Background: an optimization exercise with open tools, aiming at small area, a short achievable clock period and few clock cycles per item. Do not read the settings as production practice.
Power is estimated from default activity; no workload was simulated.

==> flow/design.v (excerpt) <==
module pp_reduction_sequencer #(
    parameter int WIDTH  = 128,
    parameter int MAX_PP = 16,
    parameter int CNT_W  = 5
) (
    input  logic             clk,
    input  logic             rst,
    input  logic             start,
    input  logic [CNT_W-1:0] pp_count,
    output logic             busy,
    output logic             err,
    input  logic             in_valid,
    output logic             in_ready,
    input  logic [WIDTH-1:0] in_pp0,
    input  logic [WIDTH-1:0] in_pp1,
    output logic             out_valid,
    input  logic             out_ready,
    output logic [WIDTH-1:0] out_result
);
Size: roughly 160 flip-flops, ~400 I/O pins, roughly 19000 um^2 of cells after synthesis.
==> module pp_reduction_sequencer, before the edit <==
module pp_reduction_sequencer #(
    parameter int WIDTH  = 128,
    parameter int MAX_PP = 16,
    parameter int CNT_W  = 5
) (
    input  logic             clk,
    input  logic             rst,
    input  logic             start,
    input  logic [CNT_W-1:0] pp_count,
    output logic             busy,
    output logic             err,
    input  logic             in_valid,
    output logic             in_ready,
    input  logic [WIDTH-1:0] in_pp0,
    input  logic [WIDTH-1:0] in_pp1,
    output logic             out_valid,
    input  logic             out_ready,
    output logic [WIDTH-1:0] out_result
);
    localparam logic [CNT_W-1:0] c_MAX_PP = CNT_W'(MAX_PP);
    localparam logic [CNT_W-1:0] c_ONE    = CNT_W'(1);
    localparam int BW = 16;
    localparam int NB = WIDTH / BW;
    localparam int NC = 8;          
    localparam int CW = WIDTH / NC;        
    logic             r_active;      
    logic [NC-1:0]    r_first;       
    logic             r_odd;
    logic [CNT_W-1:0] r_beats_left;
    logic [NC-1:0]    r_mask1;       
    logic             w_mask1_set;
    logic             r_res_valid;   
    logic             r_err;
    logic [WIDTH-1:0] r_acc;
    logic [NB-1:0]    r_cb;          
    logic [NB-1:0]    w_base_cb;
    logic [NB-1:0]    w_cb_next;
    logic [WIDTH-1:0] w_acc_next;
    logic [WIDTH-1:0] w_carries;
    logic             w_count_ok;
    logic [CNT_W-1:0] w_beats_init;
    logic             w_last_beat;
    logic             w_beat_fire;
    logic             w_res_take;
    logic             w_start_take;
    logic [WIDTH-1:0] w_base;
    logic [WIDTH-1:0] w_lane1;
    logic [WIDTH-1:0] w_csa_s;
    logic [WIDTH-1:0] w_csa_c;
    assign w_count_ok   = (pp_count != '0) && (pp_count <= c_MAX_PP);
    assign w_beats_init = (pp_count >> 1) + {{(CNT_W-1){1'b0}}, pp_count[0]};
    assign w_last_beat  = (r_beats_left == c_ONE);
    assign in_ready     = r_active && !(r_res_valid && !out_ready);
    assign w_beat_fire  = in_valid && in_ready;
    assign w_res_take   = r_res_valid && out_ready;
    assign busy         = r_active && !(w_beat_fire && w_last_beat);
    assign w_start_take = start && !busy;
    for (genvar k = 0; k < NC; k++) begin : g_first
        assign w_base[k*CW +: CW] = r_first[k] ? '0 : r_acc[k*CW +: CW];
        always_ff @(posedge clk) begin
            if (rst) begin
                r_first[k] <= 1'b0;
            end else begin
                r_first[k] <= (w_start_take && w_count_ok) || (r_first[k] && !w_beat_fire);
            end
        end
    end
    assign w_mask1_set = (w_start_take && w_count_ok && (pp_count == c_ONE)) ||
                         (w_beat_fire && r_odd && (r_beats_left == CNT_W'(2)));
    for (genvar k = 0; k < NC; k++) begin : g_mask1
        assign w_lane1[k*CW +: CW] = r_mask1[k] ? '0 : in_pp1[k*CW +: CW];
        always_ff @(posedge clk) begin
            if (rst) begin
                r_mask1[k] <= 1'b0;
            end else begin
                r_mask1[k] <= w_mask1_set || (r_mask1[k] && !w_beat_fire);
            end
        end
    end
    assign w_csa_s = w_base ^ in_pp0 ^ w_lane1;
    assign w_csa_c = {(w_base[WIDTH-2:0] & in_pp0[WIDTH-2:0]) |
                      (w_base[WIDTH-2:0] & w_lane1[WIDTH-2:0]) |
                      (in_pp0[WIDTH-2:0] & w_lane1[WIDTH-2:0]), 1'b0};
    for (genvar b = 0; b < NB; b++) begin : g_cbm
        assign w_base_cb[b] = r_first[(b*BW)/CW] ? 1'b0 : r_cb[b];
    end
    for (genvar b = 0; b < NB; b++) begin : g_blk
        logic [BW+1:0] w_t;
        pp_blk_add_sp u_add (
            .a ({1'b0, w_csa_s[b*BW +: BW], 1'b1}),
            .b ({1'b0, w_csa_c[b*BW +: BW], (b == 0) ? 1'b0 : w_base_cb[b]}),
            .y (w_t)
        );
        assign w_acc_next[b*BW +: BW] = w_t[BW:1];
        assign w_cb_next[b]           = w_t[BW+1];
    end
    always_ff @(posedge clk) begin
        if (w_beat_fire) begin
            r_acc <= w_acc_next;
            r_cb  <= {w_cb_next[NB-2:0], 1'b0};
        end
    end
    for (genvar b = 0; b < NB; b++) begin : g_res
        assign w_carries[b*BW +: BW] = {{(BW-1){1'b0}}, (b == 0) ? 1'b0 : r_cb[b]};
    end
    always_ff @(posedge clk) begin
        if (rst) begin
            r_active     <= 1'b0;
            r_odd        <= 1'b0;
            r_beats_left <= '0;
            r_res_valid  <= 1'b0;
            r_err        <= 1'b0;
        end else begin
            r_err <= w_start_take && !w_count_ok;
            if (w_res_take) begin
                r_res_valid <= 1'b0;
            end
            if (w_beat_fire) begin
                    r_beats_left <= r_beats_left - c_ONE;
                if (w_last_beat) begin
                    r_active    <= 1'b0;
                    r_res_valid <= 1'b1;
                end
            end
            if (w_start_take && w_count_ok) begin
                r_active     <= 1'b1;
                r_odd        <= pp_count[0];
                r_beats_left <= w_beats_init;
            end
        end
    end
    assign err        = r_err;
    assign out_valid  = r_res_valid;
    pp_out_add_sp u_res (
        .a (r_acc),
        .b (w_carries),
        .y (out_result)
    );
endmodule
export LEC_CHECK = 0
export CAP_MARGIN = 20
export CORE_MARGIN = 2
export CORE_UTILIZATION = 40
export SLEW_MARGIN = 20
create_clock -name core_clock -period 4.0 [get_ports {clk}]
standard.sh (not shown) runs the stock make flow with config.mk's settings and CLKGATE_MAP_FILE= SYNTH_SCRIPT=/design/flow/synth_recipe.tcl, a recipe that flattens the netlist after the stock synthesis.
==> flow/flow/run.sh <==
#!/bin/bash
# Standard ORFS layout, except that the port buffers are plain buf_1 cells
# (resizing may still upsize them) instead of the default delay buffers.
set -euo pipefail
bash standard.sh BUFFER_PORTS_ARGS="-buffer_cell sky130_fd_sc_hd__buf_1" finish > make_finish.log 2>&1
Change:
--- a/flow/design.v
+++ b/flow/design.v
@@ -2134,67 +2134,67 @@
     logic [CNT_W-1:0] w_beats_init;
     logic             w_last_beat;
     logic             w_beat_fire;
     logic             w_res_take;
     logic             w_start_take;
     logic [WIDTH-1:0] w_base;
+    logic [WIDTH-1:0] w_lane0;
     logic [WIDTH-1:0] w_lane1;
     logic [WIDTH-1:0] w_csa_s;
     logic [WIDTH-1:0] w_csa_c;
     assign w_count_ok   = (pp_count != '0) && (pp_count <= c_MAX_PP);
     assign w_beats_init = (pp_count >> 1) + {{(CNT_W-1){1'b0}}, pp_count[0]};
     assign w_last_beat  = (r_beats_left == c_ONE);
     assign in_ready     = r_active && !(r_res_valid && !out_ready);
     assign w_beat_fire  = in_valid && in_ready;
     assign w_res_take   = r_res_valid && out_ready;
     assign busy         = r_active && !(w_beat_fire && w_last_beat);
     assign w_start_take = start && !busy;
     for (genvar k = 0; k < NC; k++) begin : g_first
-        assign w_base[k*CW +: CW] = r_first[k] ? '0 : r_acc[k*CW +: CW];
+        assign w_base[k*CW +: CW] = (r_first[k] && w_beat_fire) ? '0 : r_acc[k*CW +: CW];
         always_ff @(posedge clk) begin
             if (rst) begin
                 r_first[k] <= 1'b0;
             end else begin
                 r_first[k] <= (w_start_take && w_count_ok) || (r_first[k] && !w_beat_fire);
             end
         end
     end
     assign w_mask1_set = (w_start_take && w_count_ok && (pp_count == c_ONE)) ||
                          (w_beat_fire && r_odd && (r_beats_left == CNT_W'(2)));
     for (genvar k = 0; k < NC; k++) begin : g_mask1
-        assign w_lane1[k*CW +: CW] = r_mask1[k] ? '0 : in_pp1[k*CW +: CW];
+        assign w_lane0[k*CW +: CW] = w_beat_fire ? in_pp0[k*CW +: CW] : '0;
+        assign w_lane1[k*CW +: CW] = (w_beat_fire && !r_mask1[k]) ? in_pp1[k*CW +: CW] : '0;
         always_ff @(posedge clk) begin
             if (rst) begin
                 r_mask1[k] <= 1'b0;
             end else begin
                 r_mask1[k] <= w_mask1_set || (r_mask1[k] && !w_beat_fire);
             end
         end
     end
-    assign w_csa_s = w_base ^ in_pp0 ^ w_lane1;
-    assign w_csa_c = {(w_base[WIDTH-2:0] & in_pp0[WIDTH-2:0]) |
+    assign w_csa_s = w_base ^ w_lane0 ^ w_lane1;
+    assign w_csa_c = {(w_base[WIDTH-2:0] & w_lane0[WIDTH-2:0]) |
                       (w_base[WIDTH-2:0] & w_lane1[WIDTH-2:0]) |
-                      (in_pp0[WIDTH-2:0] & w_lane1[WIDTH-2:0]), 1'b0};
+                      (w_lane0[WIDTH-2:0] & w_lane1[WIDTH-2:0]), 1'b0};
     for (genvar b = 0; b < NB; b++) begin : g_cbm
-        assign w_base_cb[b] = r_first[(b*BW)/CW] ? 1'b0 : r_cb[b];
+        assign w_base_cb[b] = (r_first[(b*BW)/CW] && w_beat_fire) ? 1'b0 : r_cb[b];
     end
     for (genvar b = 0; b < NB; b++) begin : g_blk
         logic [BW+1:0] w_t;
         pp_blk_add_sp u_add (
             .a ({1'b0, w_csa_s[b*BW +: BW], 1'b1}),
             .b ({1'b0, w_csa_c[b*BW +: BW], (b == 0) ? 1'b0 : w_base_cb[b]}),
             .y (w_t)
         );
         assign w_acc_next[b*BW +: BW] = w_t[BW:1];
         assign w_cb_next[b]           = w_t[BW+1];
     end
     always_ff @(posedge clk) begin
-        if (w_beat_fire) begin
-            r_acc <= w_acc_next;
-            r_cb  <= {w_cb_next[NB-2:0], 1'b0};
-        end
+        r_acc <= w_acc_next;
+        r_cb  <= {w_cb_next[NB-2:0], 1'b0};
     end
     for (genvar b = 0; b < NB; b++) begin : g_res
         assign w_carries[b*BW +: BW] = {{(BW-1){1'b0}}, (b == 0) ? 1'b0 : r_cb[b]};
     end
     always_ff @(posedge clk) begin
         if (rst) begin
Effect: The changed run ran to the end with violations: negative setup slack. Worst hold slack got worse by 0.066 ns. Sequential power is higher by about 37%. Critical path depth went up by 1. Flip-flop and latch count is unchanged. Final cell count decreases by about 3%. Worst setup slack gets worse by 0.21 ns. Global-route usage came out higher by 2.5 points. Core utilization rose by 5.0 points. Sequential share of layout area decreases by 5.8 points. Fmax falls by about 5%.
Function was not checked in any run of this note: the RTL went through the layout flow alone.

port drivers added, routing unchanged:
The results above use ideal ports. As a check the final layouts listed here were re-extracted and re-timed, cells and wires unchanged.
Step 1: set_driving_cell puts a clkbuf_16 on clk and a buf_2 on each other input, an assumption about the parent block.
Step 2 adds t to the input delays and takes it off the output delays; t is the mean of the earliest and latest rising clock arrival at the registers after step 1. Input paths then give back, and output paths get back, about the clock's delay inside the block.
Slacks: ideal / step 1 / step 2; pairs: ideal / step 1.
run | t (ns) | slack for setup (ns) | worst setup path after step 2 | worst data-port slew with drivers (ns)
the first run | 0.491 | 0.128 / 0.078 / 0.111 | input to register | 0.12
the second run | 0.499 | -0.084 / -0.135 / -0.308 | input to register | 0.09
For the second run, which loses most, drivers alone change the setup slack by -0.051 ns; drivers and shift together by -0.224 ns.
